Context: an optimization exercise on an open-source flow, tuned for small area, a short achievable clock period and few clock cycles per item. The choices shown serve that exercise and are no tape-out recipe. The RTL was checked by simulation tests, not by an equivalence proof against the original design.

[flow/design.v]
package kos_pkg;
  localparam logic signed [26:0] DEG45  = 27'sd2949120;
  localparam logic signed [26:0] DEG90  = 27'sd5898240;
  localparam logic signed [26:0] DEG135 = 27'sd8847360;
  localparam logic signed [26:0] DEG180 = 27'sd11796480;
  localparam logic signed [26:0] DEG225 = 27'sd14745600;
  localparam logic signed [26:0] DEG270 = 27'sd17694720;
  localparam logic signed [26:0] DEG315 = 27'sd20643840;
  localparam logic signed [26:0] DEG360 = 27'sd23592960;
  localparam logic signed [26:0] DEG405 = 27'sd26542080;
  localparam logic signed [26:0] DEG450 = 27'sd29491200;
  localparam logic signed [26:0] DEG495 = 27'sd32440320;
  localparam logic signed [27:0] E_LOW  = -28'sd3754937;
  localparam logic signed [27:0] E_HIGH = 28'sd27347897;
  localparam logic signed [33:0] GAIN    = 34'sd652032874;
  localparam logic [31:0]        R2D     = 32'd961263669;
  localparam logic [32:0]        RAD_MAX = 33'h1_FFFF_FFFF;
  localparam logic [3:0]  ITER_RESET = 4'd10;
  localparam logic [15:0] TOL_RESET  = 16'd328;
  function automatic logic signed [25:0] atan_deg(input logic [4:0] i);
    logic signed [25:0] r;
    case (i)
      5'd0:  r = 26'sd2949120;
      5'd1:  r = 26'sd1740967;
      5'd2:  r = 26'sd919879;
      5'd3:  r = 26'sd466945;
      5'd4:  r = 26'sd234379;
      5'd5:  r = 26'sd117304;
      5'd6:  r = 26'sd58666;
      5'd7:  r = 26'sd29335;
      5'd8:  r = 26'sd14668;
      5'd9:  r = 26'sd7334;
      5'd10: r = 26'sd3667;
      5'd11: r = 26'sd1833;
      5'd12: r = 26'sd917;
      5'd13: r = 26'sd458;
      5'd14: r = 26'sd229;
      5'd15: r = 26'sd115;
      5'd16: r = 26'sd57;
      5'd17: r = 26'sd29;
      5'd18: r = 26'sd14;
      default: r = '0;
    endcase
    atan_deg = r;
  endfunction
endpackage
module kos_cordic (
  input  logic               clk,
  input  logic               rst_n,
  input  logic               start,
  input  logic               vec_in,
  input  logic               first1,    
  input  logic signed [33:0] x0,
  input  logic signed [33:0] y0,
  input  logic signed [25:0] z0,
  input  logic               ld_x,      
  output logic               busy,
  output logic signed [33:0] x,
  output logic signed [33:0] y,
  output logic signed [25:0] z
);
  logic [4:0] step_r;
  logic       vec_r;
  logic       ccw;
  logic signed [33:0] xs, ys;
  logic signed [25:0] at;
  always_comb begin
    ccw = vec_r ? y[33] : !z[25];
    xs  = x >>> step_r;
    ys  = y >>> step_r;
    at  = kos_pkg::atan_deg(step_r);
  end
  always_ff @(posedge clk) begin
    if (!rst_n) busy <= 1'b0;
    else if (start) busy <= 1'b1;
    else if (busy && step_r == 5'd18) busy <= 1'b0;
  end
  always_ff @(posedge clk) begin
    if (start) begin
      x      <= x0;
      y      <= y0;
      z      <= z0;
      vec_r  <= vec_in;
      step_r <= first1 ? 5'd1 : 5'd0;
    end else if (busy) begin
      x      <= ccw ? x - ys : x + ys;
      y      <= ccw ? y + xs : y - xs;
      z      <= ccw ? z - at : z + at;
      step_r <= step_r + 5'd1;
    end else if (ld_x) begin
      x      <= x0;
    end
  end
endmodule
module kos_divider (
  input  logic        clk,
  input  logic        rst_n,
  input  logic        ld_r,
  input  logic [32:0] r_in,
  input  logic        ld_d,
  input  logic [33:0] d_in,
  input  logic        go,
  input  logic [32:0] q_in,
  input  logic [5:0]  n_in,
  output logic        busy,
  output logic        ovf,
  output logic [32:0] q
);
  logic [32:0] r_r;
  logic [33:0] d_r;
  logic [5:0]  n_r;
  logic        first_r;
  logic [33:0] rem2;
  logic        fits;
  always_comb begin
    rem2 = {r_r, q[32]};
    fits = rem2 >= d_r;
  end
  always_ff @(posedge clk) begin
    if (!rst_n) busy <= 1'b0;
    else if (go) busy <= 1'b1;
    else if (busy && n_r == 6'd1) busy <= 1'b0;
  end
  always_ff @(posedge clk) begin
    if (go) begin
      q       <= q_in;
      n_r     <= n_in;
      first_r <= 1'b1;
    end else if (busy) begin
      q       <= {q[31:0], fits};
      n_r     <= n_r - 6'd1;
      first_r <= 1'b0;
    end
    if (busy && first_r) ovf <= ({1'b0, r_r} >= d_r);
    if (ld_r) r_r <= r_in;
    else if (busy) r_r <= fits ? 33'(rem2 - d_r) : rem2[32:0];
    if (ld_d) d_r <= d_in;
  end
endmodule
module kos_isqrt (
  input  logic        clk,
  input  logic        rst_n,
  input  logic        start,
  input  logic [32:0] ome2,
  output logic        busy,
  output logic [30:0] root
);
  logic [32:0] rem_r;
  logic [4:0]  i_r;      
  logic [1:0]  pair;
  logic [34:0] r4;
  logic [32:0] t;
  logic        fits;
  logic [33:0] o2;
  always_comb begin
    o2   = {1'b0, ome2};
    pair = 2'b00;
    if (i_r >= 5'd14) pair = o2[(i_r - 5'd14) * 2 +: 2];
    r4   = {rem_r, pair};
    t    = {root, 2'b01};
    fits = r4 >= {2'b0, t};
  end
  always_ff @(posedge clk) begin
    if (!rst_n) busy <= 1'b0;
    else if (start) busy <= 1'b1;
    else if (busy && i_r == 5'd0) busy <= 1'b0;
  end
  always_ff @(posedge clk) begin
    if (start) begin
      rem_r <= '0;
      root  <= '0;
      i_r   <= 5'd30;
    end else if (busy) begin
      rem_r <= fits ? 33'(r4 - {2'b0, t}) : r4[32:0];
      root  <= {root[29:0], fits};
      i_r   <= i_r - 5'd1;
    end
  end
endmodule
module kos_mac (
  input  logic               clk,
  input  logic               rst_n,
  input  logic               go,
  input  logic               use_e,
  input  logic               four,
  input  logic               keep_b,
  input  logic signed [33:0] a_in,
  input  logic [31:0]        b_in,
  input  logic [15:0]        e_in,
  input  logic signed [39:0] bias,
  output logic               busy,
  output logic signed [39:0] acc,
  output logic [31:0]        lo
);
  logic signed [33:0] ma_r;
  logic [31:0]        mb_r;
  logic [2:0]         cnt_r;
  logic               ue_r;
  logic [7:0]         d;
  logic signed [42:0] sum;
  assign busy = (cnt_r != 3'd0);
  always_comb begin
    if (ue_r) d = cnt_r[1] ? e_in[7:0] : e_in[15:8];
    else      d = mb_r[7:0];
    sum = 43'(acc) + ma_r * $signed({1'b0, d});
  end
  always_ff @(posedge clk) begin
    if (!rst_n) cnt_r <= 3'd0;
    else if (go) cnt_r <= four ? 3'd4 : 3'd2;
    else if (busy) cnt_r <= cnt_r - 3'd1;
  end
  always_ff @(posedge clk) begin
    if (go) begin
      ma_r <= a_in;
      if (!keep_b) mb_r <= b_in;
      ue_r <= use_e;
      acc  <= bias;
    end else if (busy) begin
      acc  <= 40'(sum >>> 8);
      lo   <= {sum[7:0], lo[31:8]};
      if (!ue_r) mb_r <= mb_r >> 8;
    end
  end
endmodule
module kepler_orbit_solver (
  input  logic        clk,
  input  logic        rst_n,
  input  logic        in_tvalid,
  output logic        in_tready,
  input  logic [79:0] in_tdata,
  output logic        out_tvalid,
  input  logic        out_tready,
  output logic [87:0] out_tdata,
  input  logic        cfg_wr_en,
  input  logic        cfg_index,
  input  logic [15:0] cfg_wdata
);
  typedef enum logic [4:0] {
    S_IDLE, S_START, S_EE, S_SQ, S_C0, S_I1, S_I2, S_I3, S_I4, S_ROT, S_CW,
    S_N1, S_N2, S_N3, S_N4, S_N5, S_F1, S_F2, S_F3, S_F4, S_F5, S_F6
  } st_t;
  st_t st_r;
  logic [3:0]  iter_limit_r;
  logic [15:0] tol_r;
  logic [24:0] m_r;
  logic [15:0] e_r;
  logic [31:0] a_r;
  logic [32:0] ome2_r;
  logic signed [27:0] est_r, nxt_r;
  logic [3:0]  k_r;
  logic [24:0] v_r;
  logic        flip_r, fneg_r, final_r;
  logic        out_valid_r, rad_pend_r;
  logic [25:0] o_ecc_r;
  logic [24:0] o_true_r;
  logic [32:0] o_rad_r;
  logic               c_start, c_vec, c_first1, c_ldx, c_busy;
  logic signed [33:0] c_x0, c_y0, c_x, c_y;
  logic signed [25:0] c_z0, c_z;
  logic               m_go, m_use_e, m_four, m_keep_b, m_busy;
  logic signed [33:0] m_a;
  logic [31:0]        m_b, m_lo;
  logic signed [39:0] m_bias, m_acc;
  logic        d_ld_r, d_ld_d, d_go, d_busy, d_ovf;
  logic [32:0] d_r_in, d_q_in, d_q;
  logic [33:0] d_d_in;
  logic [5:0]  d_n_in;
  logic        s_start, s_busy;
  logic [30:0] s_root;
  logic signed [26:0] ang, rz;
  logic               rflip, rccw;
  always_comb begin
    unique case (st_r)
      S_START: ang = 27'(m_r);
      S_F3:    ang = 27'(v_r);
      default: ang = 27'(nxt_r);
    endcase
    rflip = 1'b0;
    if (ang < 0) begin
      rz = ang + kos_pkg::DEG45;  rccw = 1'b0;
    end else if (ang <= kos_pkg::DEG90) begin
      rz = ang - kos_pkg::DEG45;  rccw = 1'b1;
    end else if (ang < kos_pkg::DEG180) begin
      rz = ang - kos_pkg::DEG135; rccw = 1'b0; rflip = 1'b1;
    end else if (ang < kos_pkg::DEG270) begin
      rz = ang - kos_pkg::DEG225; rccw = 1'b1; rflip = 1'b1;
    end else if (ang < kos_pkg::DEG360) begin
      rz = ang - kos_pkg::DEG315; rccw = 1'b0;
    end else if (ang <= kos_pkg::DEG450) begin
      rz = ang - kos_pkg::DEG405; rccw = 1'b1;
    end else begin
      rz = ang - kos_pkg::DEG495; rccw = 1'b0; rflip = 1'b1;
    end
  end
  logic signed [33:0] cval, sval, tx, ty, r16;
  logic signed [33:0] g_val, den_val;
  logic signed [28:0] r38;
  logic signed [29:0] e0_sum;
  logic signed [27:0] e0_val, f_val, q_s, nxt_val;
  logic [26:0]        f_abs;
  logic signed [28:0] step_d;
  logic [27:0]        step_abs;
  logic               last_step, stop;
  logic signed [25:0] vz;
  logic               tx_neg, vzero;
  always_comb begin
    cval = flip_r ? -c_x : c_x;
    sval = flip_r ? -c_y : c_y;
    r16  = m_acc[33:0];
    r38  = 29'(m_acc >>> 6);
    ty   = {m_acc[31:0], m_lo[31:30]};
    e0_sum = 30'(m_r) + 30'(r38);
    if (e0_sum < 30'(kos_pkg::E_LOW))       e0_val = kos_pkg::E_LOW;
    else if (e0_sum > 30'(kos_pkg::E_HIGH)) e0_val = kos_pkg::E_HIGH;
    else                                    e0_val = 28'(e0_sum);
    f_val = est_r - 28'(r38) - 28'(m_r);
    f_abs = f_val[27] ? 27'(-f_val) : 27'(f_val);
    g_val = 34'sd1073741824 - r16;
    if (g_val < 1) g_val = 34'sd1;
    den_val = 34'sd1073741824 + r16;
    if (den_val < 1) den_val = 34'sd1;
    q_s = fneg_r ? 28'(d_q[25:0]) : -(28'(d_q[25:0]));
    nxt_val = est_r + q_s;
    if (d_ovf)                          nxt_val = fneg_r ? kos_pkg::E_HIGH : kos_pkg::E_LOW;
    else if (nxt_val < kos_pkg::E_LOW)  nxt_val = kos_pkg::E_LOW;
    else if (nxt_val > kos_pkg::E_HIGH) nxt_val = kos_pkg::E_HIGH;
    step_d    = 29'(nxt_r) - 29'(est_r);
    step_abs  = step_d[28] ? 28'(-step_d) : 28'(step_d);
    last_step = ({1'b0, k_r} + 5'd1) == {1'b0, iter_limit_r};
    stop      = (step_abs < {12'b0, tol_r}) || last_step;
    tx     = c_x;
    tx_neg = tx[33];
    vzero  = (tx == 0) && (ty == 0);
    if (c_z < 0)                         vz = c_z + 26'(kos_pkg::DEG360);
    else if (c_z >= 26'(kos_pkg::DEG360)) vz = c_z - 26'(kos_pkg::DEG360);
    else                                 vz = c_z;
  end
  always_comb begin
    c_start = 1'b0; c_vec = 1'b0; c_first1 = 1'b1; c_ldx = 1'b0;
    c_x0 = kos_pkg::GAIN;
    c_y0 = rccw ? kos_pkg::GAIN : -kos_pkg::GAIN;
    c_z0 = 26'(rz);
    m_go = 1'b0; m_use_e = 1'b1; m_four = 1'b0; m_keep_b = 1'b0;
    m_a = cval; m_b = '0; m_bias = 40'sd32768;
    d_ld_r = 1'b0; d_ld_d = 1'b0; d_go = 1'b0;
    d_r_in = 33'({f_abs, 4'b0}); d_d_in = g_val; d_q_in = '0; d_n_in = 6'd26;
    s_start = 1'b0;
    unique case (st_r)
      S_START: begin
        c_start = 1'b1;
        m_go = 1'b1; m_a = 34'(e_r); m_bias = '0;
      end
      S_SQ: s_start = 1'b1;
      S_C0: if (!c_busy) m_go = 1'b1;                  
      S_I1: if (!m_busy) begin                          
        m_go = 1'b1; m_a = sval; m_b = 32'(34'sd1073741824 + r16);
      end
      S_I2: if (!m_busy) begin                          
        m_go = 1'b1; m_use_e = 1'b0; m_four = 1'b1; m_keep_b = 1'b1;
        m_a = r16; m_bias = 40'sd536870912;
      end
      S_I3: if (!m_busy) begin                          
        m_go = 1'b1; m_use_e = 1'b0; m_four = 1'b1;
        m_a = ty; m_b = kos_pkg::R2D; m_bias = 40'sd137438953472;
      end
      S_ROT, S_N5, S_F3: c_start = 1'b1;
      S_CW: if (!c_busy && !(final_r && s_busy)) begin
        m_go = 1'b1; m_a = sval;
        if (final_r) begin                              
          m_use_e = 1'b0; m_four = 1'b1; m_b = 32'(s_root); m_bias = 40'sd536870912;
          c_ldx = 1'b1; c_x0 = cval - 34'({e_r, 14'b0});
        end
      end
      S_N1: if (!m_busy) begin                          
        m_go = 1'b1; m_use_e = 1'b0; m_four = 1'b1;
        m_a = r16; m_b = kos_pkg::R2D; m_bias = 40'sd137438953472;
      end
      S_N2: if (!m_busy && !d_busy) begin               
        d_ld_r = 1'b1;
        m_go = 1'b1;
      end
      S_N3: if (!m_busy) begin
        d_ld_d = 1'b1; d_go = 1'b1;
      end
      S_F1: if (!m_busy && !s_busy && !vzero) begin
        c_start = 1'b1; c_vec = 1'b1; c_first1 = 1'b0;
        c_x0 = tx_neg ? -tx : tx;
        c_y0 = tx_neg ? -ty : ty;
        c_z0 = tx_neg ? 26'(kos_pkg::DEG180) : 26'sd0;
      end
      S_F4: if (!c_busy) m_go = 1'b1;                  
      S_F5: if (!m_busy && !d_busy) begin               
        d_ld_d = 1'b1; d_d_in = 34'(den_val <<< 2);
        m_go = 1'b1; m_use_e = 1'b0; m_four = 1'b1;
        m_a = 34'(ome2_r); m_b = a_r; m_bias = 40'(den_val) <<< 1;
      end
      S_F6: if (!m_busy && !d_busy && !out_valid_r) begin
        d_ld_r = 1'b1; d_r_in = 33'(m_acc[32:1]);
        d_go = 1'b1; d_q_in = {m_acc[0], m_lo}; d_n_in = 6'd33;
      end
      default: ;
    endcase
  end
  always_ff @(posedge clk) begin
    if (!rst_n) begin
      st_r         <= S_IDLE;
      iter_limit_r <= kos_pkg::ITER_RESET;
      tol_r        <= kos_pkg::TOL_RESET;
      out_valid_r  <= 1'b0;
      rad_pend_r   <= 1'b0;
    end else begin
      if (cfg_wr_en) begin
        if (cfg_index) tol_r <= cfg_wdata;
        else           iter_limit_r <= cfg_wdata[3:0];
      end
      if (out_valid_r && out_tready) out_valid_r <= 1'b0;
      if (rad_pend_r && !d_busy) begin
        out_valid_r <= 1'b1;
        rad_pend_r  <= 1'b0;
      end
      unique case (st_r)
        S_IDLE:  if (in_tvalid) st_r <= S_START;
        S_START: st_r <= S_EE;
        S_EE:    if (!m_busy) st_r <= S_SQ;
        S_SQ:    st_r <= S_C0;
        S_C0:    if (!c_busy) st_r <= S_I1;
        S_I1:    if (!m_busy) st_r <= S_I2;
        S_I2:    if (!m_busy) st_r <= S_I3;
        S_I3:    if (!m_busy) st_r <= S_I4;
        S_I4:    if (!m_busy) st_r <= S_ROT;
        S_ROT:   st_r <= S_CW;
        S_CW:    if (!c_busy && !(final_r && s_busy)) st_r <= final_r ? S_F1 : S_N1;
        S_N1:    if (!m_busy) st_r <= S_N2;
        S_N2:    if (!m_busy && !d_busy) st_r <= S_N3;
        S_N3:    if (!m_busy) st_r <= S_N4;
        S_N4:    if (!d_busy) st_r <= S_N5;
        S_N5:    st_r <= S_CW;
        S_F1:    if (!m_busy && !s_busy) st_r <= vzero ? S_F3 : S_F2;
        S_F2:    if (!c_busy) st_r <= S_F3;
        S_F3:    st_r <= S_F4;
        S_F4:    if (!c_busy) st_r <= S_F5;
        S_F5:    if (!m_busy && !d_busy) st_r <= S_F6;
        S_F6:    if (!m_busy && !d_busy && !out_valid_r) begin
          st_r       <= S_IDLE;
          rad_pend_r <= 1'b1;
        end
        default: st_r <= S_IDLE;
      endcase
    end
  end
  always_ff @(posedge clk) begin
    unique case (st_r)
      S_IDLE: if (in_tvalid) begin
        m_r <= in_tdata[24:0];
        e_r <= in_tdata[40:25];
        a_r <= in_tdata[72:41];
        k_r <= '0;
      end
      S_EE: if (!m_busy) ome2_r <= 33'h1_0000_0000 - 33'({m_acc[15:0], m_lo[31:16]});
      S_I4: if (!m_busy) begin
        est_r   <= e0_val;
        nxt_r   <= e0_val;
        final_r <= (iter_limit_r == 4'd0);
      end
      S_N2: if (!m_busy && !d_busy) fneg_r <= f_val[27];
      S_N4: if (!d_busy) nxt_r <= nxt_val;
      S_N5: begin
        est_r   <= nxt_r;
        k_r     <= k_r + 4'd1;
        final_r <= stop;
      end
      S_F1: if (!m_busy && !s_busy && vzero) v_r <= '0;
      S_F2: if (!c_busy) v_r <= vz[24:0];
      S_F6: if (!m_busy && !d_busy && !out_valid_r) begin
        o_ecc_r  <= nxt_r[25:0];
        o_true_r <= v_r;
      end
      default: ;
    endcase
    if (S_START == st_r || S_ROT == st_r || S_N5 == st_r || S_F3 == st_r) flip_r <= rflip;
    if (rad_pend_r && !d_busy) o_rad_r <= d_ovf ? kos_pkg::RAD_MAX : d_q;
  end
  kos_cordic u_cordic (
    .clk(clk), .rst_n(rst_n), .start(c_start), .vec_in(c_vec), .first1(c_first1),
    .x0(c_x0), .y0(c_y0), .z0(c_z0), .ld_x(c_ldx), .busy(c_busy),
    .x(c_x), .y(c_y), .z(c_z)
  );
  kos_mac u_mac (
    .clk(clk), .rst_n(rst_n), .go(m_go), .use_e(m_use_e), .four(m_four),
    .keep_b(m_keep_b), .a_in(m_a), .b_in(m_b), .e_in(e_r), .bias(m_bias),
    .busy(m_busy), .acc(m_acc), .lo(m_lo)
  );
  kos_divider u_divider (
    .clk(clk), .rst_n(rst_n), .ld_r(d_ld_r), .r_in(d_r_in), .ld_d(d_ld_d),
    .d_in(d_d_in), .go(d_go), .q_in(d_q_in), .n_in(d_n_in), .busy(d_busy),
    .ovf(d_ovf), .q(d_q)
  );
  kos_isqrt u_isqrt (
    .clk(clk), .rst_n(rst_n), .start(s_start), .ome2(ome2_r), .busy(s_busy),
    .root(s_root)
  );
  assign in_tready  = (st_r == S_IDLE);
  assign out_tvalid = out_valid_r;
  assign out_tdata  = {4'b0, o_rad_r, o_true_r, o_ecc_r};
endmodule
[flow/run.sh]
#!/bin/bash
# synth_recipe.tcl (not shown) runs the flow's synth.tcl, then flattens the netlist and writes it again
# the make line also repeats each setting of config.mk as NAME=value (left out here)
make -C /OpenROAD-flow-scripts/flow DESIGN_CONFIG=/design/flow/config.mk WORK_HOME=/design/flow/orfs CLKGATE_MAP_FILE= SYNTH_SCRIPT=/design/flow/synth_recipe.tcl finish
[flow/config.mk]
export PLATFORM = sky130hd
export DESIGN_NAME = kepler_orbit_solver
export DESIGN_NICKNAME = kepler_orbit_solver
export VERILOG_FILES = /design/flow/design.v
export SDC_FILE = /design/flow/constraint.sdc
export NUM_CORES = 4
export LEC_CHECK = 0
export CAP_MARGIN = 20
export CORE_MARGIN = 2
export CORE_UTILIZATION = 40
export SLEW_MARGIN = 20
[flow/constraint.sdc]
create_clock -name core_clock -period 10.0 [get_ports {clk}]
set_input_delay 2.0000 -clock core_clock [delete_from_list [all_inputs] [get_ports {clk}]]
set_output_delay 2.0000 -clock core_clock [all_outputs]
set_load 0.01 [all_outputs]
==> impl_results.md <==
- Clk buf depth: 3
- Total GRT Usage: 30.1%
- Hpwl dp: around 220000 um
- Postcts setup bufs: 0
- Die Ht: between 400 and 500 um
- Die Wd: ~420 um
- Synthesis-stage register bit count: slightly above 700
- TritonCTS clock tree: yes
- Most used DFF post-synth: edfxtp_1
- Overflow after GRT: 0
- CP Data Arrival Time: between 8000 and 9000 ps
- Final hold vios: 0
- Clock Latency Late Sink: 760 ps
- Total CTS buffers: 89
- Final setup TNS: 0 ps
- Placed insts: around 10000
- Residual DRC: 0
- Asr flop ratio synth: 0%
- Mean area per synthesized cell: ~9 sq um
- Avg Vias per Cell: about 6.2
- Layout Skew: around 44 ps
- Clock Sinks: between 700 and 800
- Setup WS post-layout: 1560 ps
- Port bufs: 180
- Non-Filler Instances: between 10000 and 15000
- Setup crit end kind: flip-flop
- ANT nets after route: 0
- Slew headroom: 20.8%
- Result of the run: finished clean
- Vias in the first global route: 58300
- Endpoints failing setup: 0
- Via count: ~63000
- Cell Area, Synth: ~0.071 sq mm
- Placed Area: ~0.075 sq mm
- Initial core utilization: roughly 40%
- Crit Path Class: flip-flop to flip-flop
- Min Tclk post-route: 8440 ps
- Routability cong.: between 0.9 and 1
- Synth Warn #: 5
- H-tree Lvls: 3
- Largest net degree at the start of global routing: 94
- Critical path required time: between 10000 and 15000 ps
- Nets@finish: roughly 8600
- Fmax: 0.118 GHz
- Startpoint types: flip-flop
- CTS clk-pin slew, worst paths: about 60 ps
- Worst-Margin Slew: between 1000 and 1500 ps
- Wire per inst: roughly 27 um
- # fillers: about 17000
- Final wirelength: approximately 280000 um
- Placement Setup Slack: 1710 ps
- Min-delay worst type: flip-flop to flip-flop
- First-pass GRT wire length: 403000 um
- Max-Cap Viols: 0
- Core box area: 0.176 sq mm
- DRT iter0 DRCs: approximately 7700
- Area grow syn2layout: 10.4%
- RSZ-0062 raised after global routing: no
- Finished Cell Area: 0.0782 sq mm
- CTS resizes: 0
- Antenna violations before repair: 14
- Mapped Cells: ~7700
- CTS hold repair buffers: 0
- Netlist cell types: ~120
- CP max FO: 25
- Share of cells above drive strength 1: ~7.7%
- IO Pins: 192
- Rows: 154
- Max-slew violations: 0
- Total die area: 0.180 sq mm
- Root Driver: clkbuf_16
- Drt first pass iters: 9
- EDFF count, synth: 620
- Sequential share of the synthesized area: between 20% and 30%
- Period utilization: about 84%
## path summary, 6_finish.rpt
kind / slack (ps) / endpoint / start / cells after the start
max: 1560 / u_mac.acc[37]$_DFFE_PP_ / u_mac.ue_r$_DFFE_PP_ / 23
min: 450 / o_true_r[13]$_DFFE_PP_ / v_r[13]$_SDFFCE_PN0P_ / 0
max reg2reg: 1560 / u_mac.acc[37]$_DFFE_PP_ / u_mac.ue_r$_DFFE_PP_ / 23
min reg2reg: 450 / o_true_r[13]$_DFFE_PP_ / v_r[13]$_SDFFCE_PN0P_ / 0
## cells in the mapped netlist, types with 68 or more instances
cell,count,area share (%)
a21o_1,169,1.8
a21oi_1,514,3.6
a221o_1,70,0.99
a31oi_1,76,0.67
and2_1,151,1.3
and3_1,93,0.82
clkbuf_1,311,1.6
dfxtp_1,103,2.9
edfxtp_1,620,26
fa_1,282,8.0
ha_1,493,8.7
inv_1,618,3.3
mux2i_1,112,1.6
mux4_2,110,3.5
nand2_1,708,3.8
nand2b_1,80,0.71
nand3_1,127,0.90
nand4_1,68,0.60
nor2_1,469,2.5
nor2b_1,125,1.1
nor3_1,139,0.98
o21a_1,68,0.72
o21ai_0,472,3.3
o22ai_1,91,0.80
o31ai_1,71,0.75
or2_2,68,0.60
xnor2_1,393,4.9
xor2_1,224,2.8
## registers in the layout, indices dropped and copies added, names as in the netlist, 34 cells and up
register	count
u_cordic.x	34
u_cordic.y	34
u_divider.d_r	34
u_mac.acc	36
u_mac.ma_r	34
## cell type report
| cell class | instances | area, sq um | share of cell area (%) |
|---|---|---|---|
| Multi-Input combinational cell | 5996 | 46300 | 59.3 |
| Inverter | 627 | 2350 | 3.01 |
| Tap cell | 2340 | 2930 | 3.74 |
| Sequential cell | 723 | 20700 | 26.5 |
| Antenna cell | 7 | 17.5 | 0.0224 |
| Timing Repair Buffer | 324 | 2920 | 3.74 |
| Clock buffer | 104 | 2310 | 2.96 |
| Clock inverter | 57 | 638 | 0.816 |
## cell families (layout without fill, tap and decap cells)
kind of cell,Yosys count,after routing,share of synthesized area (%)
xor gates and xnor gates,617,617,7.63
AOI/OAI and AO/OA,2101,2101,19.5
adders and majority gates,777,777,16.7
muxes,247,247,5.56
other,1,11,0.00530
and+or+nand+nor,2250,2250,15.6
DFF,723,723,29.2
buffers and inverters,1022,1112,5.69
## metrics by stage
step / utilization, % / hold slack, ps
floorplan: - / 417
global placement: 42.7 / 433
detailed placement: 42.7 / 437
CTS: 44.4 / 448
global route: 44.4 / 456
finish: 44.4 / 450
## critical path, stage by stage, from the launching register on
cell	delay, ps
edfxtp_1	820
nor2_1	140
a21oi_2	490
buf_4	410
nand2_1	130
fa_1	560
inv_1	60
fa_1	520
fa_1	450
fa_1	550
inv_1	50
fa_1	490
inv_1	40
ha_1	390
nand3_1	140
or2_2	360
o41ai_1	720
a221o_1	440
a2111oi_0	170
buf_4	190
a2111oi_0	430
or3_1	190
xor2_1	90
a221o_1	320
## per-layer routing
| layer | track usage [%] | up-vias | part of all wire, % |
|---|---|---|---|
| met2 | 46.4 | 2979 | 44 |
| met5 | 0 | - | 0.065 |
| met4 | 13.0 | 10 | 4.9 |
| met1 | 41.6 | 31100 | 42 |
| li1 | - | 28100 | - |
| met3 | 4.98 | 505 | 8.8 |
## cell usage in the layout, fill, tap and decap left out, types with 110 or more instances in the layout
cell	netlist	final
mux2i_1	112	110
buf_4	7	139
ha_1	493	493
xor2_1	224	224
nor2_1	469	464
a21o_1	169	169
nand3_1	127	127
inv_1	618	617
o21ai_0	472	469
and2_1	151	151
nor2b_1	125	123
nand2_1	708	706
fa_1	282	282
nor3_1	139	132
mux4_2	110	110
clkdlybuf4s50_1	0	180
a21oi_1	514	507
xnor2_1	393	393
edfxtp_1	620	620
Testbench counts, summed over its fixed seeds: cycles 300,886, items 1,200.

## what the ideal ports hide
How much do the figures lean on ideal ports? The routed layout below was timed once more, with nothing changed but the port constraints. Step 1 assumes that a clkbuf_16 drives the clock port and a buf_2 every other input. Step 2 also shifts input and output timing later by t, the mid clock arrival at the registers, as if the neighbouring blocks saw the same clock. Three values: ideal, step 1, step 2; two values: the first two.
t, ns: 0.816
slack for setup (ns): 1.557 / 1.557 / 1.557
hold slack, ns: 0.450 / 0.450 / 0.450
worst setup path at the end: register to register
After both steps setup and hold are still met in this run. For this run, drivers alone change the setup slack by 0.000 ns; drivers and shift together by 0.000 ns.
